Background: an optimization exercise with open tools, aiming at small area, a short achievable clock period and few clock cycles per item. Do not read the settings as production practice.
No functional check of the RTL was part of any run shown here.
Power and IR drop assume default switching activity.

==> flow/config.mk <==
export PLATFORM = sky130hd
export DESIGN_NAME = four_neighbor_mean_filter
export DESIGN_NICKNAME = four_neighbor_mean_filter
export VERILOG_FILES = /design/flow/design.v
export SDC_FILE = /design/flow/constraint.sdc
export NUM_CORES = 4
export LEC_CHECK = 0
export CAP_MARGIN = 20
export CORE_MARGIN = 2
export CORE_UTILIZATION = 60
export SETUP_SLACK_MARGIN = 5.0
export SLEW_MARGIN = 20
==> flow/constraint.sdc <==
create_clock -name core_clock -period 8.0 [get_ports {clk}]
set_input_delay 1.6000 -clock core_clock [delete_from_list [all_inputs] [get_ports {clk}]]
set_output_delay 1.6000 -clock core_clock [all_outputs]
set_load 0.01 [all_outputs]
==> flow/design.v <==
`default_nettype none
package fnmf_pkg;
  localparam int unsigned DEF_MAX_SIDE     = 64;
  localparam int unsigned DEF_SAMPLE_WIDTH = 16;
  localparam int unsigned DEF_FRAC_BITS    = 8;
  localparam int unsigned CFG_W      = 7;
  localparam int unsigned IDX_W      = 6;
  localparam int unsigned MEAN_W     = 24;
  localparam int unsigned RESET_SIDE = 4;
endpackage
`default_nettype wire
`default_nettype none
module fnmf_div (
  input  logic [17:0] sum,     
  input  logic [1:0]  ncode,   
  output logic [23:0] mean
);
  function automatic logic [2:0] add3(input logic [2:0] a, input logic [2:0] b);
    add3[0] = (a[0] & b[0]) | (a[1] & b[2]) | (a[2] & b[1]);
    add3[1] = (a[0] & b[1]) | (a[1] & b[0]) | (a[2] & b[2]);
    add3[2] = (a[0] & b[2]) | (a[2] & b[0]) | (a[1] & b[1]);
  endfunction
  logic [53:0] t [6];
  logic [2:0]  v [17];    
  logic [15:0] q;
  logic [7:0]  frac;
  for (genvar i = 0; i < 18; i++) begin : g_e
    localparam int K = 17 - i;
    if (K == 17 || (K % 2) == 0) begin : g_pos
      assign t[0][3*i +: 3] = sum[K] ? 3'b010 : 3'b001;
    end else begin : g_neg
      assign t[0][3*i +: 3] = sum[K] ? 3'b100 : 3'b001;
    end
  end
  for (genvar l = 0; l < 5; l++) begin : g_lvl
    for (genvar i = 0; i < 18; i++) begin : g_i
      if (((i >> l) & 1) == 1) begin : g_add
        assign t[l+1][3*i +: 3] = add3(t[l][3*i +: 3], t[l][3*(((i >> l) << l) - 1) +: 3]);
      end else begin : g_pass
        assign t[l+1][3*i +: 3] = t[l][3*i +: 3];
      end
    end
  end
  for (genvar j = 0; j < 17; j++) begin : g_v
    if ((j % 2) == 0) begin : g_even
      assign v[j] = t[5][3*(17-j) +: 3];
    end else begin : g_odd
      assign v[j] = {t[5][3*(17-j) + 1], t[5][3*(17-j) + 2], t[5][3*(17-j)]};
    end
  end
  for (genvar i = 0; i < 16; i++) begin : g_q
    assign q[i] = v[i + 1][2] | (v[i + 1][1] & sum[i]);
  end
  assign frac = v[0][1] ? 8'd85 : v[0][2] ? 8'd171 : 8'd0;
  always_comb begin
    unique case (ncode)
      2'd0:    mean = {sum[15:0], 8'd0};
      2'd1:    mean = {sum[16:0], 7'd0};
      2'd2:    mean = {q, frac};
      default: mean = {sum[17:0], 6'd0};
    endcase
  end
endmodule
`default_nettype wire
`default_nettype none
module fnmf_vdelay #(
  parameter int unsigned W    = 16,
  parameter int unsigned NSEG = 6,
  parameter int unsigned L4   = 15,   
  parameter int unsigned L5   = 30    
) (
  input  logic            clk,
  input  logic            en,
  input  logic [NSEG-1:0] sel,    
  input  logic [W-1:0]    din,
  output logic [NSEG*W-1:0] last    
);
  logic [W-1:0] seg_in [NSEG+1];
  assign seg_in[0] = din;
  for (genvar i = 0; i < NSEG; i++) begin : g_seg
    localparam int unsigned LEN = (i == 4) ? L4 : (i == 5) ? L5 : (1 << i);
    logic [LEN*W-1:0] sr;
    always_ff @(posedge clk) begin
      if (en) begin
        if (LEN == 1) sr <= seg_in[i];
        else          sr <= {sr[(LEN-1)*W-1:0], seg_in[i]};
      end
    end
    assign last[i*W +: W] = sr[LEN*W-1 -: W];
    assign seg_in[i+1]    = sel[i] ? sr[LEN*W-1 -: W] : seg_in[i];
  end
endmodule
module fnmf_dpath #(
  parameter int unsigned W = 16
) (
  input  logic         clk,
  input  logic         shift,
  input  logic [W-1:0] din,
  input  logic [5:0]   seg_r,    
  input  logic [8:0]   tap_r,    
  input  logic [5:0]   seg_u,    
  input  logic [6:0]   tap_u,    
  output logic [W-1:0] cur,
  output logic [W-1:0] d1,
  output logic [W-1:0] d2,
  output logic [W-1:0] r,
  output logic [W-1:0] m,
  output logic [W-1:0] l,
  output logic [W-1:0] r_nxt,
  output logic [W-1:0] u_nxt
);
  logic [6*W-1:0] v1_last, v2_last;
  fnmf_vdelay #(.W(W), .NSEG(6), .L4(15), .L5(30)) u_v1 (
    .clk (clk), .en (shift), .sel (seg_r), .din (d2), .last (v1_last)
  );
  fnmf_vdelay #(.W(W), .NSEG(6), .L4(16), .L5(31)) u_v2 (
    .clk (clk), .en (shift), .sel (seg_u), .din (l), .last (v2_last)
  );
  always_comb begin
    r_nxt = ({W{tap_r[0]}} & cur) | ({W{tap_r[1]}} & d1) | ({W{tap_r[2]}} & d2);
    u_nxt = {W{tap_u[0]}} & l;
    for (int i = 0; i < 6; i++) begin
      r_nxt = r_nxt | ({W{tap_r[i+3]}} & v1_last[i*W +: W]);
      u_nxt = u_nxt | ({W{tap_u[i+1]}} & v2_last[i*W +: W]);
    end
  end
  always_ff @(posedge clk) begin
    if (shift) begin
      cur <= din;
      d1  <= cur;
      d2  <= d1;
      r   <= r_nxt;
      m   <= r;
      l   <= m;
    end
  end
endmodule
`default_nettype wire
`default_nettype none
module fnmf_ctrl (
  input  logic       clk,
  input  logic       rst_n,
  input  logic       cfg_take,
  input  logic [6:0] cfg_side,
  input  logic       adv,
  output logic [5:0] side_last,   
  output logic [5:0] row,
  output logic [5:0] col
);
  logic [5:0] side_nxt;
  always_comb begin
    if (cfg_side == 7'd0)     side_nxt = 6'd0;
    else if (cfg_side[6])     side_nxt = 6'd63;
    else                      side_nxt = 6'(cfg_side - 7'd1);
  end
  always_ff @(posedge clk) begin
    if (!rst_n) begin
      side_last <= 6'd3;
      row       <= '0;
      col       <= '0;
    end else if (cfg_take) begin
      side_last <= side_nxt;
      row       <= '0;
      col       <= '0;
    end else if (adv) begin
      if (col == side_last) begin
        col <= '0;
        row <= (row == side_last) ? 6'd0 : row + 6'd1;
      end else begin
        col <= col + 6'd1;
      end
    end
  end
endmodule
`default_nettype wire
`default_nettype none
import fnmf_pkg::*;
module four_neighbor_mean_filter #(
  parameter int unsigned MAX_SIDE      = fnmf_pkg::DEF_MAX_SIDE,
  parameter int unsigned SAMPLE_WIDTH  = fnmf_pkg::DEF_SAMPLE_WIDTH,
  parameter int unsigned FRACTION_BITS = fnmf_pkg::DEF_FRAC_BITS
) (
  input  logic                               clk,
  input  logic                               rst_n,
  input  logic                               in_valid,
  output logic                               in_stall,
  input  logic signed [SAMPLE_WIDTH-1:0]     in_sample,
  output logic                               out_valid,
  input  logic                               out_stall,
  output logic [fnmf_pkg::IDX_W-1:0]         out_row,
  output logic [fnmf_pkg::IDX_W-1:0]         out_col,
  output logic signed [fnmf_pkg::MEAN_W-1:0] out_neighbor_mean,
  output logic                               out_last_of_matrix,
  input  logic                               cfg_valid,
  output logic                               cfg_ready,
  input  logic [fnmf_pkg::CFG_W-1:0]         cfg_matrix_side
);
  localparam int unsigned W = SAMPLE_WIDTH;
  logic       in_stall_r, cfg_ready_r;
  logic       take, cfg_take, move;
  logic [5:0] side_last, pos_row, pos_col;
  assign take     = in_valid && !in_stall_r;
  assign cfg_take = cfg_valid && cfg_ready_r;
  fnmf_ctrl u_ctrl (
    .clk       (clk),
    .rst_n     (rst_n),
    .cfg_take  (cfg_take),
    .cfg_side  (cfg_matrix_side),
    .adv       (move),
    .side_last (side_last),
    .row       (pos_row),
    .col       (pos_col)
  );
  logic [5:0] seg_r, seg_u;
  logic [8:0] tap_r;
  logic [6:0] tap_u;
  always_ff @(posedge clk) begin
    logic [5:0] a, b, sr, su;
    logic [8:0] tr;
    logic [6:0] tu;
    a = side_last - 6'd3;
    sr[5] = (a >= 6'd30);
    if (sr[5]) a = a - 6'd30;
    sr[4] = (a >= 6'd15);
    if (sr[4]) a = a - 6'd15;
    sr[3:0] = a[3:0];
    tr = '0;
    if (side_last == 6'd1)      tr[0] = 1'b1;
    else if (side_last == 6'd2) tr[1] = 1'b1;
    else if (sr == 6'd0)        tr[2] = 1'b1;
    else begin
      for (int i = 0; i < 6; i++) begin
        if (sr[i]) tr = 9'(1) << (i + 3);
      end
    end
    b = side_last - 6'd1;
    su[5] = (b >= 6'd31);
    if (su[5]) b = b - 6'd31;
    su[4:0] = b[4:0];
    tu = '0;
    if (su == 6'd0) tu[0] = 1'b1;
    else begin
      for (int i = 0; i < 6; i++) begin
        if (su[i]) tu = 7'(1) << (i + 1);
      end
    end
    seg_r <= sr;
    seg_u <= su;
    tap_r <= tr;
    tap_u <= tu;
  end
  logic         in_v;
  logic [W-1:0] in_x;
  always_ff @(posedge clk) begin
    if (!in_stall_r) begin
      in_x <= in_sample;
    end
  end
  logic [2:0] pend;                          
  logic [5:0] cur_r, cur_c;
  logic       k_v, s_v, o_v;
  logic       issue, s_block;
  logic [2:0] pend_after, pend_new, pend_n;
  assign issue      = (pend != 3'b000) && !k_v;
  assign pend_after = issue ? {pend[2] && (pend[1:0] != 2'b00), pend[1] && pend[0], 1'b0} : pend;
  assign move       = in_v && (pend_after == 3'b000);
  assign s_block    = s_v && o_v && out_stall;
  logic in_lastrow, up_a, left_a, right_a, left_b, self1;
  assign in_lastrow  = (pos_row == side_last);
  assign pend_new[0] = (pos_row != 6'd0);
  assign pend_new[1] = in_lastrow && (pos_col != 6'd0);
  assign pend_new[2] = in_lastrow && (pos_col == side_last);
  assign up_a        = (pos_row[5:1] != 5'd0);
  assign left_a      = (pos_col != 6'd0);
  assign right_a     = (pos_col != side_last);
  assign left_b      = (pos_col[5:1] != 5'd0);
  assign self1       = (side_last == 6'd0);
  logic [W-1:0] cur, d1, d2, t_r, t_m, t_l, r_nxt, u_nxt;
  fnmf_dpath #(.W(W)) u_dpath (
    .clk   (clk),
    .shift (move),
    .din   (in_x),
    .seg_r (seg_r),
    .tap_r (tap_r),
    .seg_u (seg_u),
    .tap_u (tap_u),
    .cur   (cur),
    .d1    (d1),
    .d2    (d2),
    .r     (t_r),
    .m     (t_m),
    .l     (t_l),
    .r_nxt (r_nxt),
    .u_nxt (u_nxt)
  );
  logic [17:0] pa;
  logic [16:0] pb;
  logic [5:0]  n_a;                          
  logic        e_self, n_b;
  always_ff @(posedge clk) begin
    if (move) begin
      logic [W-1:0] u_a, l_a, r_a, l_b;
      u_a = u_nxt & {W{up_a}};
      l_a = t_m & {W{left_a}};
      r_a = r_nxt & {W{right_a}};
      l_b = d1 & {W{left_b}};
      pa <= {{2{u_a[W-1]}}, u_a} + {{2{l_a[W-1]}}, l_a} + {{2{r_a[W-1]}}, r_a};
      pb <= {t_m[W-1], t_m} + {l_b[W-1], l_b};
      cur_r  <= pos_row;
      cur_c  <= pos_col;
      n_a    <= 6'(2'(up_a) + 2'(left_a) + 2'(right_a));
      n_b    <= left_b;
      e_self <= self1;
    end
  end
  logic e_a, e_b, e_c;
  always_ff @(posedge clk) begin
    e_a <= pend_n[0];
    e_b <= !pend_n[0] && pend_n[1];
    e_c <= !pend_n[0] && !pend_n[1];
  end
  logic [17:0] op0, op1, f_sum;
  logic [1:0]  f_n;
  logic [5:0]  f_row, f_col;
  logic        f_last, corner2;
  always_comb begin
    corner2 = e_c && !e_self;
    op0   = corner2 ? {{2{t_m[W-1]}}, t_m} : {{2{cur[W-1]}}, cur};
    op1   = ({18{e_a}} & pa) | ({18{e_b}} & {pb[16], pb}) | ({18{corner2}} & {{2{d1[W-1]}}, d1});
    f_sum = op0 + op1;
    f_n    = e_a ? n_a[1:0] : e_b ? {n_b, !n_b} : {1'b0, !e_self};
    f_row  = e_a ? cur_r - 6'd1 : cur_r;
    f_col  = e_b ? cur_c - 6'd1 : cur_c;
    f_last = e_c;
  end
  logic [17:0] k_sum, s_sum;
  logic [1:0]  k_n, s_n;
  logic [5:0]  k_row, k_col, s_row, s_col;
  logic        k_last, s_last;
  logic [23:0] s_mean;
  always_ff @(posedge clk) begin
    if (!k_v && issue && s_block) begin
      k_sum  <= f_sum;
      k_n    <= f_n;
      k_row  <= f_row;
      k_col  <= f_col;
      k_last <= f_last;
    end
    if (!s_block) begin
      if (k_v) begin
        s_sum  <= k_sum;
        s_n    <= k_n;
        s_row  <= k_row;
        s_col  <= k_col;
        s_last <= k_last;
      end else begin
        s_sum  <= f_sum;
        s_n    <= f_n;
        s_row  <= f_row;
        s_col  <= f_col;
        s_last <= f_last;
      end
    end
  end
  fnmf_div u_div (
    .sum   (s_sum),
    .ncode (s_n),
    .mean  (s_mean)
  );
  logic [5:0]  o_row, o_col;
  logic [23:0] o_mean;
  logic        o_last;
  always_ff @(posedge clk) begin
    if (!(o_v && out_stall)) begin
      o_row  <= s_row;
      o_col  <= s_col;
      o_mean <= s_mean;
      o_last <= s_last;
    end
  end
  logic       in_v_n, k_v_n, s_v_n, o_v_n;
  logic       issue_n, move_n;
  logic [2:0] pend_after_n;
  always_comb begin
    in_v_n = take || (in_v && !move);
    pend_n = move ? pend_new : pend_after;
    k_v_n  = k_v ? s_block : (issue && s_block);
    s_v_n  = s_block ? 1'b1 : (k_v || issue);
    o_v_n  = (o_v && out_stall) ? 1'b1 : s_v;
    issue_n      = (pend_n != 3'b000) && !k_v_n;
    pend_after_n = issue_n ? {pend_n[2] && (pend_n[1:0] != 2'b00), pend_n[1] && pend_n[0], 1'b0}
                           : pend_n;
    move_n       = in_v_n && (pend_after_n == 3'b000);
  end
  always_ff @(posedge clk) begin
    if (!rst_n) begin
      in_v        <= 1'b0;
      pend        <= 3'b000;
      k_v         <= 1'b0;
      s_v         <= 1'b0;
      o_v         <= 1'b0;
      in_stall_r  <= 1'b0;
      cfg_ready_r <= 1'b1;
    end else begin
      in_v        <= in_v_n;
      pend        <= pend_n;
      k_v         <= k_v_n;
      s_v         <= s_v_n;
      o_v         <= o_v_n;
      in_stall_r  <= in_v_n && !move_n;
      cfg_ready_r <= !(in_v_n && !move_n);
    end
  end
  assign in_stall           = in_stall_r;
  assign cfg_ready          = cfg_ready_r;
  assign out_valid          = o_v;
  assign out_row            = o_row;
  assign out_col            = o_col;
  assign out_neighbor_mean  = o_mean;
  assign out_last_of_matrix = o_last;
endmodule
`default_nettype wire
==> flow/run.sh <==
#!/bin/bash
# synth_recipe.tcl (not shown) runs the flow's synth.tcl, then flattens the netlist and writes it again
# the make line also repeats each setting of config.mk as NAME=value (left out here)
make -C /OpenROAD-flow-scripts/flow DESIGN_CONFIG=/design/flow/config.mk WORK_HOME=/design/flow/orfs CLKGATE_MAP_FILE= SYNTH_SCRIPT=/design/flow/synth_recipe.tcl finish
==> results of run 1 <==
Yosys cell counts (11+ instances only):
cell      number
edfxtp_1    2215
mux2_2       194
nand2_1      154
inv_1        101
ha_1          82
nor2_1        81
clkbuf_1      79
a21oi_1       76
a222oi_1      68
o21ai_0       60
a22oi_1       58
xnor2_1       57
dfxtp_1       56
and2_1        36
nor3_1        33
nand3_1       32
xor2_1        29
a221oi_1      22
buf_1         20
fa_1          20
a22o_1        18
mux2i_1       17
nor2b_1       16
or3_1         15
a211oi_1      12
a31oi_1       12
o21bai_1      12
o22ai_1       11
power groups by stage:
stage	Clock, mW	Combinational [mW]	Sequential, mW
detailed placement	0	1.81	14.4
global placement	0	1.76	14.4
finish	9.45	2.55	14.1
CTS	9.72	2.20	14.1
global route	10.2	2.73	14.2
floorplan	0	1.29	14.2
final timing paths:
kind,startpoint,endpoint,slack (ns),cells after the start
max reg2reg,u_ctrl.side_last[0]$_SDFFE_PN1P_,pa[14]$_DFFE_PP_,4.46,15
max,u_ctrl.side_last[0]$_SDFFE_PN1P_,pa[14]$_DFFE_PP_,4.46,15
min,u_dpath.u_v2.g_seg[4].sr[144]$_DFFE_PP_,u_dpath.u_v2.g_seg[4].sr[160]$_DFFE_PP_,0.38,0
min reg2reg,u_dpath.u_v2.g_seg[4].sr[144]$_DFFE_PP_,u_dpath.u_v2.g_seg[4].sr[160]$_DFFE_PP_,0.38,0
sequential cells by signal, indices dropped and copies added, names as in the netlist, 7 cells and up:
name                   count
u_dpath.d1                16
s_sum                     18
in_x                      16
u_dpath.m                 16
tap_u                      7
pa                        18
u_dpath.d2                16
u_dpath.l                 16
u_dpath.u_v1.g_seg.sr    960
tap_r                      9
u_dpath.u_v2.g_seg.sr    992
o_mean                    21
u_dpath.r                 16
k_sum                     18
u_dpath.cur               16
pb                        17
worst reg2reg max path: stages, from the launching register on:
cell and delay, ns:
dfxtp_4 0.36, xor2_2 0.18, nor4_2 0.29, nand3_2 0.20, buf_4 0.20, clkbuf_16 0.15
nand2_1 0.11, fa_1 0.40, inv_1 0.07, ha_1 0.27, o21a_1 0.24, a21oi_1 0.16
o211ai_1 0.09, buf_4 0.17, a2111o_1 0.43, nand3_2 0.06
per-stage QoR:
stage,std cells,util (%),instance area [um^2]
floorplan,3749,-,78400
global placement,5491,62.7,81300
detailed placement,5491,62.7,81300
CTS,6021,69.4,89900
global route,6087,70.7,91700
finish,6088,70.7,91700
routing by layer:
metal	GRT usage (%)	share of wire, %
met2	31.6	46
met3	3.73	5.7
met4	6.38	2.6
met1	31.5	46
met5	0	0
final cells by class:
| class | instances | area (um^2) | area share, % |
|---|---|---|---|
| clock inverters | 118 | 1080 | 1.17 |
| inverters | 103 | 412 | 0.449 |
| clock buffers | 273 | 5570 | 6.08 |
| flip-flops and latches | 2271 | 67700 | 73.9 |
| repair buffers | 313 | 3110 | 3.39 |
| multi-input cells | 1267 | 11600 | 12.7 |
| diodes | 1 | 2.50 | 0.00273 |
| well taps | 1742 | 2180 | 2.38 |
what timing repair did:
action | in CTS | in global routing
setup buffers | 134 | 55
pin swaps | 113 | 118
resized for setup | 416 | 205
endpoints found under the setup margin | 1705 | 923
cloned | 5 | 10
logic make-up after synthesis:
logic type / count (synthesis) / synth area share (%)
flops: 2271 / 86.3
simple gates: 429 / 2.65
fa+ha+maj: 104 / 1.85
xor+xnor: 87 / 0.990
mux: 214 / 3.09
buf+inv: 214 / 1.07
compound gates: 430 / 4.07
==> results.txt, run 1 <==
status=finished clean; GRT Overall Usage=20.9%; CP max FO=5; combinational power share=9.8%; final worst slack=4.46 ns; vias in the first global route=34300; P_int=20.1 mW; DP Wirelength=78600 um; Worst-Skew Late Latency=0.83 ns; Pins Over Slew Limit=0; leakage=31.0 nW; DRC Markers=0; Sw Share=22.9%; Clk pwr share=36.2%; top cells by area, synth=edfxtp_1, mux2_2, dfxtp_1; clock buffer depth=3; Setup CP Type=register to register; most frequent cells in the layout=edfxtp_1, clkbuf_16, mux2_2; Seq pwr share=54.1%; post-synthesis sequential area ratio=86.3%; Clock Skews=0.0847 ns; initial antenna violation count=5; cell family with most CP delay=compound AO/OA/AOI/OAI gates; Clk pin slew, worst setup/hold paths=0.06 ns; synth unique cells=81; clk root buf=clkbuf_16; EDFF count, synth=2215; setup violators final=0; most common cell after layout, fill and taps aside=edfxtp_1; Hold Crit Class=register to register; CP bufs+invs=4; Worst-Margin Slew=1.16 ns; Synth Cell Area=78400 um^2; peak supply drop=293 uV; Routed Antenna Nets=0; Via density=5.82; Hold Violations, Final=0; Critical Path Start Type=register; Ys Warns=10; nets=4295; CP max stage cell=a2111o_1; Mapped Cells=3749; RSZ-0062 raised after global routing=true; core area=130000 um^2; min Tclk post-route=3.54 ns; fillers=7770; Final GP Congestion=0.867; worst hold margin=0.381 ns; drt wl/cell=23.5 um; most area-hungry cell type in the Yosys netlist=edfxtp_1; die area=134000 um^2; Starting DRT DRC Count=3846; Worst Path Required=8.62 ns; PwrDens=285 nW/um^2; Worst slew margin=22.8%; period utilization=44.3%; Chip Width=365 um; Critical Path End Type=register; Total Neg Setup Slack=0 ns; NetSw=5.98 mW; first-pass GRT wire length=208000 um; Mapped Nets=3879; Syn Area/Cell=20.9 um^2; Via Count=35400; Port Buf Inserts=67; Yosys top cell area share=84.9%; pre-CTS setup slack=2.33 ns; Max H-tree Level=4; Area growth syn-to-layout=16.9%; Cell Rows=132; CTS tree=done; Max Cap Viol=0; overall die height=365 um; Synth Register Bits=2271; drt first pass iters=7; f_max=0.282 GHz; layout cell share with drive strength beyond 1=24.4%; Post-CTS Hold Fix Bufs=0; starting density of the core=60.5%; WL final=143000 um; clock buffer count from CTS=209; Total Power=26.1 mW; clock sink total=2271; I/O pin total=68; ys async rst share=0%; CP peak stage delay=0.43 ns; largest net degree at the start of global routing=212; critical-path cell list=xor2_2, nor4_2, nand3_2, buf_4, clkbuf_16, nand2_1, fa_1, inv_1, ha_1, o21a_1, a21oi_1, o211ai_1, buf_4, a2111o_1, nand3_2; prevailing post-synth register cell=edfxtp_1; WP data arrival=4.16 ns; GRT overflow=0
==> inputs of run 2 (changes only) <==
--- a/flow/design.v
+++ b/flow/design.v
@@ -145,32 +145,54 @@
   input  logic       adv,
   output logic [5:0] side_last,   
   output logic [5:0] row,
-  output logic [5:0] col
+  output logic [5:0] col,
+  output logic       row_gt0,     
+  output logic       row_gt1,     
+  output logic       row_last,    
+  output logic       col_gt0,     
+  output logic       col_gt1,     
+  output logic       col_last,    
+  output logic       side1        
 );
-  logic [5:0] side_nxt;
+  logic [5:0] side_nxt, side_n, row_n, col_n;
   always_comb begin
     if (cfg_side == 7'd0)     side_nxt = 6'd0;
     else if (cfg_side[6])     side_nxt = 6'd63;
     else                      side_nxt = 6'(cfg_side - 7'd1);
   end
-  always_ff @(posedge clk) begin
+  always_comb begin
+    side_n = side_last;
+    row_n  = row;
+    col_n  = col;
     if (!rst_n) begin
-      side_last <= 6'd3;
-      row       <= '0;
-      col       <= '0;
+      side_n = 6'd3;
+      row_n  = '0;
+      col_n  = '0;
     end else if (cfg_take) begin
-      side_last <= side_nxt;
-      row       <= '0;
-      col       <= '0;
+      side_n = side_nxt;
+      row_n  = '0;
+      col_n  = '0;
     end else if (adv) begin
-      if (col == side_last) begin
-        col <= '0;
-        row <= (row == side_last) ? 6'd0 : row + 6'd1;
+      if (col_last) begin
+        col_n = '0;
+        row_n = row_last ? 6'd0 : row + 6'd1;
       end else begin
-        col <= col + 6'd1;
+        col_n = col + 6'd1;
       end
     end
   end
+  always_ff @(posedge clk) begin
+    side_last <= side_n;
+    row       <= row_n;
+    col       <= col_n;
+    row_gt0   <= (row_n != 6'd0);
+    row_gt1   <= (row_n[5:1] != 5'd0);
+    row_last  <= (row_n == side_n);
+    col_gt0   <= (col_n != 6'd0);
+    col_gt1   <= (col_n[5:1] != 5'd0);
+    col_last  <= (col_n == side_n);
+    side1     <= (side_n == 6'd0);
+  end
 endmodule
 `default_nettype wire
 `default_nettype none
@@ -199,6 +221,7 @@
   logic       in_stall_r, cfg_ready_r;
   logic       take, cfg_take, move;
   logic [5:0] side_last, pos_row, pos_col;
+  logic       row_gt0, row_gt1, row_last, col_gt0, col_gt1, col_last, side1;
   assign take     = in_valid && !in_stall_r;
   assign cfg_take = cfg_valid && cfg_ready_r;
   fnmf_ctrl u_ctrl (
@@ -209,43 +232,55 @@
     .adv       (move),
     .side_last (side_last),
     .row       (pos_row),
-    .col       (pos_col)
+    .col       (pos_col),
+    .row_gt0   (row_gt0),
+    .row_gt1   (row_gt1),
+    .row_last  (row_last),
+    .col_gt0   (col_gt0),
+    .col_gt1   (col_gt1),
+    .col_last  (col_last),
+    .side1     (side1)
   );
   logic [5:0] seg_r, seg_u;
   logic [8:0] tap_r;
   logic [6:0] tap_u;
+  logic       n2, n3;
   always_ff @(posedge clk) begin
     logic [5:0] a, b, sr, su;
-    logic [8:0] tr;
-    logic [6:0] tu;
     a = side_last - 6'd3;
     sr[5] = (a >= 6'd30);
     if (sr[5]) a = a - 6'd30;
     sr[4] = (a >= 6'd15);
     if (sr[4]) a = a - 6'd15;
     sr[3:0] = a[3:0];
+    b = side_last - 6'd1;
+    su[5] = (b >= 6'd31);
+    if (su[5]) b = b - 6'd31;
+    su[4:0] = b[4:0];
+    seg_r <= sr;
+    seg_u <= su;
+    n2    <= (side_last == 6'd1);
+    n3    <= (side_last == 6'd2);
+  end
+  always_ff @(posedge clk) begin
+    logic [8:0] tr;
+    logic [6:0] tu;
     tr = '0;
-    if (side_last == 6'd1)      tr[0] = 1'b1;
-    else if (side_last == 6'd2) tr[1] = 1'b1;
-    else if (sr == 6'd0)        tr[2] = 1'b1;
+    if (n2)                   tr[0] = 1'b1;
+    else if (n3)              tr[1] = 1'b1;
+    else if (seg_r == 6'd0)   tr[2] = 1'b1;
     else begin
       for (int i = 0; i < 6; i++) begin
-        if (sr[i]) tr = 9'(1) << (i + 3);
+        if (seg_r[i]) tr = 9'(1) << (i + 3);
       end
     end
-    b = side_last - 6'd1;
-    su[5] = (b >= 6'd31);
-    if (su[5]) b = b - 6'd31;
-    su[4:0] = b[4:0];
     tu = '0;
-    if (su == 6'd0) tu[0] = 1'b1;
+    if (seg_u == 6'd0) tu[0] = 1'b1;
     else begin
       for (int i = 0; i < 6; i++) begin
-        if (su[i]) tu = 7'(1) << (i + 1);
+        if (seg_u[i]) tu = 7'(1) << (i + 1);
       end
     end
-    seg_r <= sr;
-    seg_u <= su;
     tap_r <= tr;
     tap_u <= tu;
   end
@@ -265,16 +300,15 @@
   assign pend_after = issue ? {pend[2] && (pend[1:0] != 2'b00), pend[1] && pend[0], 1'b0} : pend;
   assign move       = in_v && (pend_after == 3'b000);
   assign s_block    = s_v && o_v && out_stall;
-  logic in_lastrow, up_a, left_a, right_a, left_b, self1;
-  assign in_lastrow  = (pos_row == side_last);
-  assign pend_new[0] = (pos_row != 6'd0);
-  assign pend_new[1] = in_lastrow && (pos_col != 6'd0);
-  assign pend_new[2] = in_lastrow && (pos_col == side_last);
-  assign up_a        = (pos_row[5:1] != 5'd0);
-  assign left_a      = (pos_col != 6'd0);
-  assign right_a     = (pos_col != side_last);
-  assign left_b      = (pos_col[5:1] != 5'd0);
-  assign self1       = (side_last == 6'd0);
+  logic up_a, left_a, right_a, left_b, self1;
+  assign pend_new[0] = row_gt0;
+  assign pend_new[1] = row_last && col_gt0;
+  assign pend_new[2] = row_last && col_last;
+  assign up_a        = row_gt1;
+  assign left_a      = col_gt0;
+  assign right_a     = !col_last;
+  assign left_b      = col_gt1;
+  assign self1       = side1;
   logic [W-1:0] cur, d1, d2, t_r, t_m, t_l, r_nxt, u_nxt;
   fnmf_dpath #(.W(W)) u_dpath (
     .clk   (clk),
@@ -313,20 +347,22 @@
       e_self <= self1;
     end
   end
-  logic e_a, e_b, e_c;
+  logic e_a, e_b, e_c, e_c2;
   always_ff @(posedge clk) begin
-    e_a <= pend_n[0];
-    e_b <= !pend_n[0] && pend_n[1];
-    e_c <= !pend_n[0] && !pend_n[1];
+    logic self_n;
+    self_n = move ? self1 : e_self;
+    e_a  <= pend_n[0];
+    e_b  <= !pend_n[0] && pend_n[1];
+    e_c  <= !pend_n[0] && !pend_n[1];
+    e_c2 <= !pend_n[0] && !pend_n[1] && !self_n;
   end
   logic [17:0] op0, op1, f_sum;
   logic [1:0]  f_n;
   logic [5:0]  f_row, f_col;
-  logic        f_last, corner2;
+  logic        f_last;
   always_comb begin
-    corner2 = e_c && !e_self;
-    op0   = corner2 ? {{2{t_m[W-1]}}, t_m} : {{2{cur[W-1]}}, cur};
-    op1   = ({18{e_a}} & pa) | ({18{e_b}} & {pb[16], pb}) | ({18{corner2}} & {{2{d1[W-1]}}, d1});
+    op0   = e_c2 ? {{2{t_m[W-1]}}, t_m} : {{2{cur[W-1]}}, cur};
+    op1   = ({18{e_a}} & pa) | ({18{e_b}} & {pb[16], pb}) | ({18{e_c2}} & {{2{d1[W-1]}}, d1});
     f_sum = op0 + op1;
     f_n    = e_a ? n_a[1:0] : e_b ? {n_b, !n_b} : {1'b0, !e_self};
     f_row  = e_a ? cur_r - 6'd1 : cur_r;
--- a/flow/config.mk
+++ b/flow/config.mk
@@ -8,5 +8,7 @@
 export CAP_MARGIN = 20
 export CORE_MARGIN = 2
 export CORE_UTILIZATION = 60
+export CTS_CLUSTER_DIAMETER = 80
+export CTS_CLUSTER_SIZE = 25
 export SETUP_SLACK_MARGIN = 5.0
 export SLEW_MARGIN = 20
==> run 2 against run 1 <==
Global-route usage fell by 1.1 points. Register-to-register slack got worse by 0.08 ns. Synthesized cell count shrank 0.99%. Die area hardly changed. Highest routed layer unchanged.
==> results.txt, run 2 <==
clock buffer count from CTS=107 (was 209); Total Neg Setup Slack=0 ns (unchanged); layout cell share with drive strength beyond 1=19.5% (was 24.4%); most common cell after layout, fill and taps aside=edfxtp_1 (unchanged); drt wl/cell=23.5 um (about the same); Hold Crit Class=register to register (unchanged); DP Wirelength=77600 um (was 78600 um); Port Buf Inserts=67 (unchanged); Largest regs=u_dpath.u_v2.g_seg.sr (992), u_dpath.u_v1.g_seg.sr (960), o_mean (21) (unchanged); Max Cap Viol=0 (unchanged); first-pass GRT wire length=199000 um (was 208000 um); main combinational cell family by area after synthesis=compound AO/OA/AOI/OAI gates (unchanged); leakage=29.1 nW (was 31.0 nW); GRT overflow=0 (unchanged); most frequent cells after synthesis=edfxtp_1, mux2_2, nand2_1 (unchanged); cell family with most CP delay=compound AO/OA/AOI/OAI gates (unchanged); CP max stage cell=fa_2 (was a2111o_1); clock sink total=2283 (was 2271); max reg flops=992 (unchanged); vias in the first global route=32400 (was 34300); n_diodes=0 (was 1); CP peak stage delay=0.44 ns (was 0.43 ns); starting density of the core=60.5% (about the same); most frequent cell after synthesis=edfxtp_1 (unchanged); period utilization=45.3% (was 44.3%); Synth Area in XOR/XNOR=0.860% (was 0.990%); Synth Cell Area=78400 um^2 (about the same); prevailing post-synth register cell=edfxtp_1 (unchanged); top cells by area, synth=edfxtp_1, mux2_2, dfxtp_1 (unchanged); drt first pass iters=9 (was 7); synth unique cells=81 (unchanged); critical-path cell list=a222oi_1, a31oi_2, fa_2, ha_4, fa_2, a21o_1, a21oi_2, o21bai_1, a31o_2, a211o_1, a21oi_2, xnor2_1 (was xor2_2, nor4_2, nand3_2, buf_4, clkbuf_16, nand2_1, fa_1, inv_1, ha_1, o21a_1, a21oi_1, o211ai_1, buf_4, a2111o_1, nand3_2); Via Count=34400 (was 35400); Post-CTS Hold Fix Bufs=0 (unchanged); CP max FO=16 (was 5); Pins Over Slew Limit=0 (unchanged); Clk pin slew, worst setup/hold paths=0.10 ns (was 0.06 ns); WL final=136000 um (was 143000 um); Total Power=22.9 mW (was 26.1 mW); WP data arrival=4.10 ns (was 4.16 ns); clock buffer depth=3 (unchanged); EDFF count, synth=2214 (was 2215); Final GP Congestion=0.891 (was 0.867); Ys Warns=10 (unchanged); Syn Area/Cell=21.1 um^2 (was 20.9 um^2); Mapped Cells=3712 (was 3749); peak supply drop=205 uV (was 293 uV); mux cell area share after synthesis=3.14% (was 3.09%); I/O pin total=68 (unchanged); post-synthesis sequential area ratio=86.6% (was 86.3%); Via density=5.93 (was 5.82); DRC Markers=0 (unchanged); Setup CP Type=register to register (unchanged); most area-hungry cell type in the Yosys netlist=edfxtp_1 (unchanged); Routed Antenna Nets=0 (unchanged); Starting DRT DRC Count=4222 (was 3846); Critical Path Start Type=register (unchanged); die area=134000 um^2 (about the same); PwrDens=261 nW/um^2 (was 285 nW/um^2); Worst-Skew Late Latency=0.76 ns (was 0.83 ns); Synth Area in Compound Gates=4.25% (was 4.07%); RSZ-0062 raised after global routing=true (unchanged); status=finished clean (unchanged); Yosys top cell area share=84.8% (was 84.9%); f_max=0.276 GHz (was 0.282 GHz); Synth Register Bits=2283 (was 2271); core area=130000 um^2 (unchanged); overall die height=365 um (about the same); fraction of the mapped netlist area in adder cells=1.80% (was 1.85%); ys async rst share=0% (unchanged); Most flops, register=u_dpath.u_v2.g_seg.sr (unchanged); Hold Violations, Final=0 (unchanged); post-layout util=67.5% (was 70.7%); largest net degree at the start of global routing=154 (was 212); Worst Path Required=8.48 ns (was 8.62 ns); min Tclk post-route=3.62 ns (was 3.54 ns); Max H-tree Level=3 (was 4); Worst-Margin Slew=1.17 ns (was 1.16 ns); Critical Path End Type=register (unchanged); area share of and/or/nand/nor cells after synthesis=2.36% (was 2.65%); Clock Skews=0.0420 ns (was 0.0847 ns); Chip Width=365 um (about the same); Area growth syn-to-layout=11.7% (was 16.9%); clk root buf=clkbuf_16 (unchanged); CTS tree=done (unchanged); Mapped Nets=3840 (was 3879); GRT Overall Usage=19.8% (was 20.9%); Cell Rows=132 (unchanged); setup violators final=0 (unchanged); CP bufs+invs=0 (was 4); Worst slew margin=21.9% (was 22.8%); fillers=8231 (was 7770); nets=4127 (was 4295); initial antenna violation count=6 (was 5); most frequent cells in the layout=edfxtp_1, mux2_2, buf_4 (was edfxtp_1, clkbuf_16, mux2_2)
run 2: cell count changes in the layout (fill, tap and decap cells not counted), moves of 14 or more:
cell       previous run  this run
buf_2                38        14
buf_4               165       135
clkbuf_1             56        28
clkbuf_16           220       114
clkbuf_2              0        20
clkinv_1             55         1
clkinv_2             31         3
dfxtp_1              27        48
ha_1                 33        52
ha_4                 35        17
nand2_1             142       105
nand3_1              19        33
run 2: worst paths after layout:
check,from,end,slack (ns),depth (start not counted)
setup / recovery,tap_u[5]$_SDFF_PP0_,pa[15]$_DFFE_PP_,4.38,12
hold / removal,u_dpath.u_v1.g_seg[4].sr[215]$_DFFE_PP_,u_dpath.u_v1.g_seg[4].sr[231]$_DFFE_PP_,0.41,0
setup reg to reg,tap_u[5]$_SDFF_PP0_,pa[15]$_DFFE_PP_,4.38,12
hold reg to reg,u_dpath.u_v1.g_seg[4].sr[215]$_DFFE_PP_,u_dpath.u_v1.g_seg[4].sr[231]$_DFFE_PP_,0.41,0
run 2: timing repair:
action,CTS,global route
pin swaps,94,79
setup endpoints to repair,2099,1395
gates cloned,15,7
resized for setup,309,158
buffers inserted,91,62
run 2: kinds of logic (layout without fill, tap and decap cells):
family	Yosys count	after routing
flip-flops	2283	2283
AO/OA/AOI/OAI	458	458
adder cells (fa/ha/maj)	101	101
XOR/XNOR	77	77
multiplexers	218	218
buffers and inverters	206	544
AND/OR/NAND/NOR	369	371
run 2: area by class of cell:
| cell class | instances | area (um^2) | area share, % |
|---|---|---|---|
| Inverter | 105 | 399 | 0.456 |
| Tap cell | 1742 | 2180 | 2.49 |
| Clock inverter | 25 | 378 | 0.432 |
| Timing Repair Buffer | 276 | 2970 | 3.40 |
| Multi-Input combinational cell | 1225 | 10900 | 12.4 |
| Timing Repair inverter | 1 | 5.00 | 0.00572 |
| Clock buffer | 137 | 2830 | 3.24 |
| Sequential cell | 2283 | 67900 | 77.6 |
run 2: worst reg2reg max path: cells and delay by family (launching register included):
family	cells	cell delay, ns
AOI/OAI and AO/OA	8	1.89
xor gates and xnor gates	1	0.08
adders and majority gates	3	0.97
DFF	1	0.42
run 2: power breakdown:
part	internal, mW	total (mW)	switching, mW
Combinational	1.14	2.58	1.45
Clock	2.66	6.13	3.48
Sequential	13.8	14.2	0.337
Total	17.6	22.9	5.26
run 2: per-stage QoR:
stage | setup slack [ns] | hold slack [ns] | std cells | cell area, um^2
floorplan | -24.80 | 0.374 | 3712 | 78400
global placement | 3.84 | 0.400 | 5457 | 81300
detailed placement | 3.76 | 0.405 | 5457 | 81300
CTS | 4.51 | 0.395 | 5725 | 86500
global route | 4.31 | 0.392 | 5794 | 87600
finish | 4.38 | 0.405 | 5794 | 87600
run 2: per-layer routing:
metal | part of all wire [%] | global-route usage, % | vias to the layer above
li1 | - | - | 15300
met1 | 48 | 31.7 | 17800
met2 | 44 | 28.5 | 1044
met3 | 5.4 | 2.92 | 251
met4 | 3.1 | 5.97 | 0
met5 | 0 | 0 | -
==> inputs of run 3 (changes only) <==
--- a/flow/config.mk
+++ b/flow/config.mk
@@ -8,7 +8,7 @@
 export CAP_MARGIN = 20
 export CORE_MARGIN = 2
 export CORE_UTILIZATION = 60
-export CTS_CLUSTER_DIAMETER = 80
-export CTS_CLUSTER_SIZE = 25
+export CTS_CLUSTER_DIAMETER = 60
+export CTS_CLUSTER_SIZE = 30
 export SETUP_SLACK_MARGIN = 5.0
 export SLEW_MARGIN = 20
==> run 3 against run 2 <==
Still clean on timing, DRC and antenna. Clock-buffer cell count up 11. Synthesized cell count unchanged. Clock skew down 0.0038 ns. Die area unchanged. Sequential power about the same. Largest cell class unchanged. Largest power group unchanged.
==> results.txt, run 3 <==
Starting DRT DRC Count=3945 (was 4222); CP bufs+invs=0 (unchanged); Mapped Nets=3840 (unchanged); min Tclk post-route=3.60 ns (was 3.62 ns); first-pass GRT wire length=200000 um (was 199000 um); Max Cap Viol=0 (unchanged); fillers=8037 (was 8231); nets=4173 (was 4127); clock sink total=2283 (unchanged); Chip Width=365 um (unchanged); main combinational cell family by area after synthesis=compound AO/OA/AOI/OAI gates (unchanged); die area=134000 um^2 (unchanged); fraction of the mapped netlist area in adder cells=1.80% (unchanged); Most flops, register=u_dpath.u_v2.g_seg.sr (unchanged); ys async rst share=0% (unchanged); Clock Skews=0.0383 ns (was 0.0420 ns); layout cell share with drive strength beyond 1=22.5% (was 19.5%); core area=130000 um^2 (unchanged); Max H-tree Level=4 (was 3); Post-CTS Hold Fix Bufs=0 (unchanged); mux cell area share after synthesis=3.14% (unchanged); CTS tree=done (unchanged); clock buffer count from CTS=135 (was 107); Worst Path Required=8.50 ns (was 8.48 ns); overall die height=365 um (unchanged); Via Count=34800 (was 34400); peak supply drop=197 uV (was 205 uV); Worst-Skew Late Latency=0.78 ns (was 0.76 ns); vias in the first global route=32900 (was 32400); max reg flops=992 (unchanged); Port Buf Inserts=67 (unchanged); Critical Path Start Type=register (unchanged); Yosys top cell area share=84.8% (unchanged); Area growth syn-to-layout=14.0% (was 11.7%); footprint of the multi-input gates=11100 um^2 (was 10900 um^2); DRC Markers=0 (unchanged); Synth Register Bits=2283 (unchanged); prevailing post-synth register cell=edfxtp_1 (unchanged); Levels on crit path=12 (unchanged); Ys Warns=10 (unchanged); routing usage on met3=3.13% (was 2.92%); PwrDens=273 nW/um^2 (was 261 nW/um^2); most frequent cell after synthesis=edfxtp_1 (unchanged); Mapped Cells=3712 (unchanged); I/O pin total=68 (unchanged); Final GP Congestion=0.891 (unchanged); clock buffer depth=3 (unchanged); largest net degree at the start of global routing=154 (unchanged); CP max stage cell=fa_2 (unchanged); f_max=0.278 GHz (was 0.276 GHz); DP Wirelength=77600 um (unchanged); Hold Violations, Final=0 (unchanged); Worst slew margin=24.6% (was 21.9%); most frequent cells in the layout=edfxtp_1, mux2_2, clkbuf_16, buf_4, nand2_1 (was edfxtp_1, mux2_2, buf_4); Via density=5.91 (was 5.93); Seq. cell area=67900 um^2 (about the same); n_diodes=0 (unchanged); met1 track demand over resource=31.5% (was 31.7%); GRT Overall Usage=20.0% (was 19.8%); most frequent cells after synthesis=edfxtp_1, mux2_2, nand2_1 (unchanged); critical-path cell list=a222oi_1, a31oi_2, fa_2, ha_4, fa_2, a21o_1, a21oi_2, o21bai_1, a31o_2, a211o_1, a21oi_2, xnor2_1 (unchanged); Synth Area in XOR/XNOR=0.860% (unchanged); most common cell after layout, fill and taps aside=edfxtp_1 (unchanged); starting density of the core=60.5% (unchanged); Clk pin slew, worst setup/hold paths=0.10 ns (about the same); CP peak stage delay=0.44 ns (about the same); Cell Rows=132 (unchanged); placed cells=5457 (unchanged); WHS Path Cells=0 (unchanged); critical hold path startpoint=u_dpath.u_v2.g_seg[2].sr[12]$_DFFE_PP_ (was u_dpath.u_v1.g_seg[4].sr[215]$_DFFE_PP_); Synth Cell Area=78400 um^2 (unchanged); synth unique cells=81 (unchanged); RSZ-0062 raised after global routing=true (unchanged); clk root buf=clkbuf_16 (unchanged); Setup CP Type=register to register (unchanged); WP data arrival=4.11 ns (was 4.10 ns); CP max FO=16 (unchanged); Largest regs=u_dpath.u_v2.g_seg.sr (992), u_dpath.u_v1.g_seg.sr (960), o_mean (21) (unchanged); initial antenna violation count=6 (unchanged); cell family with most CP delay=compound AO/OA/AOI/OAI gates (unchanged); post-layout util=69.0% (was 67.5%); leakage=29.9 nW (was 29.1 nW); Routed Antenna Nets=0 (unchanged); grt peak-use layer=met1 (unchanged); met2 Use GR=28.7% (was 28.5%); area share of and/or/nand/nor cells after synthesis=2.36% (unchanged); top cells by area, synth=edfxtp_1, mux2_2, dfxtp_1 (unchanged); Pins Over Slew Limit=0 (unchanged); final std cells w/o fill=5890 (was 5794); status=finished clean (unchanged); Reg2Reg Depth=12 (unchanged); GRT overflow=0 (unchanged); Worst-Margin Slew=1.13 ns (was 1.17 ns); period utilization=45.0% (was 45.3%); worst r2r src=tap_u[5]$_SDFF_PP0_ (unchanged); WL final=137000 um (was 136000 um); post-synthesis sequential area ratio=86.6% (unchanged); Synth Area in Compound Gates=4.25% (unchanged); Critical Path End Type=register (unchanged); Setup crit start=tap_u[5]$_SDFF_PP0_ (unchanged); EDFF count, synth=2214 (unchanged); drt first pass iters=9 (unchanged); Syn Area/Cell=21.1 um^2 (unchanged); drt wl/cell=23.3 um (was 23.5 um); setup violators final=0 (unchanged); pre-CTS setup slack=3.76 ns (unchanged); final worst slack=4.40 ns (was 4.38 ns); most area-hungry cell type in the Yosys netlist=edfxtp_1 (unchanged); Total Neg Setup Slack=0 ns (unchanged); Hold Crit Class=register to register (unchanged)
==> run 3: cell counts after synthesis <==
No cell type changed its count.
==> run 3: final timing paths <==
| check | end | slack [ns] |
|---|---|---|
| worst max-delay path | pa[15]$_DFFE_PP_ | 4.40 |
| worst min-delay path | u_dpath.u_v2.g_seg[2].sr[28]$_DFFE_PP_ | 0.41 |
| worst max register to register | pa[15]$_DFFE_PP_ | 4.40 |
| worst min register to register | u_dpath.u_v2.g_seg[2].sr[28]$_DFFE_PP_ | 0.41 |
==> run 3: kinds of logic after synthesis <==
family                   count (synthesis)
XOR/XNOR                                77
AO/OA/AOI/OAI                          458
adder cells (fa/ha/maj)                101
buffers and inverters                  206
AND/OR/NAND/NOR                        369
flip-flops                            2283
multiplexers                           218
==> run 3: layer usage <==
metal  up-vias  wire length (um)
li1      15500                 -
met1     17900             64800
met2      1143             60500
met3       261              7290
met4         0              4470
met5         -                 0
==> run 3: metrics by stage <==
| stage | power (mW) | cell area, um^2 | hold slack (ns) |
|---|---|---|---|
| 2_1_floorplan | 16.2 | 78400 | 0.374 |
| 3_3_place_gp | 16.2 | 81300 | 0.400 |
| 3_5_place_dp | 16.3 | 81300 | 0.405 |
| 4_1_cts | 24.2 | 88000 | 0.409 |
| 5_1_grt | 25.2 | 89400 | 0.413 |
| 6_report | 24.4 | 89400 | 0.411 |
==> run 3: area by class of cell <==
type / count / area share (%)
repair inverters: 1 / 0.00560
flip-flops and latches: 2283 / 76.0
clock buffers: 148 / 3.95
clock inverters: 92 / 1.24
repair buffers: 294 / 3.56
inverters: 105 / 0.446
multi-input cells: 1225 / 12.4
well taps: 1742 / 2.44
==> run 3: where the power goes <==
part / internal [mW] / switching [mW]
clock network: 3.59 / 3.94
logic: 1.19 / 1.49
registers: 13.8 / 0.343
total: 18.6 / 5.77
==> run 3: repair_timing <==
action                                  in CTS  in global routing
cloned                                      15                  8
endpoints found under the setup margin    2095               1391
pin swaps                                  113                 95
gates resized for setup                    374                155
setup buffers                              100                 70

[static timing again, ports no longer ideal]
The results above use ideal ports. As a check the final layouts listed here were re-extracted and re-timed, cells and wires unchanged.
Step 1, drivers: a clkbuf_16 drives clk and a buf_2 each remaining input, both assumed.
Step 2 moves the port delays by t, midway between the first and last clock arrival at a register: inputs arrive t later, outputs are due t later. That takes back most of the time a late clock gives input paths.
a / b / c = no drivers / after step 1 / after step 2; a / b = the first two.
| run | shift t [ns] | setup WS [ns] | worst setup path at the end | cell pins on the clock port's net |
|---|---|---|---|---|
| run 1 | 0.863 | 4.458 / 4.458 / 4.287 | input to register | 1 |
| run 2 | 0.809 | 4.379 / 4.379 / 4.286 | input to register | 1 |
| run 3 | 0.830 | 4.396 / 4.396 / 4.221 | input to register | 1 |
After both steps setup and hold are still met in every run listed. For run 3, which loses most, drivers alone change the setup slack by 0.000 ns; drivers and shift together by -0.175 ns.
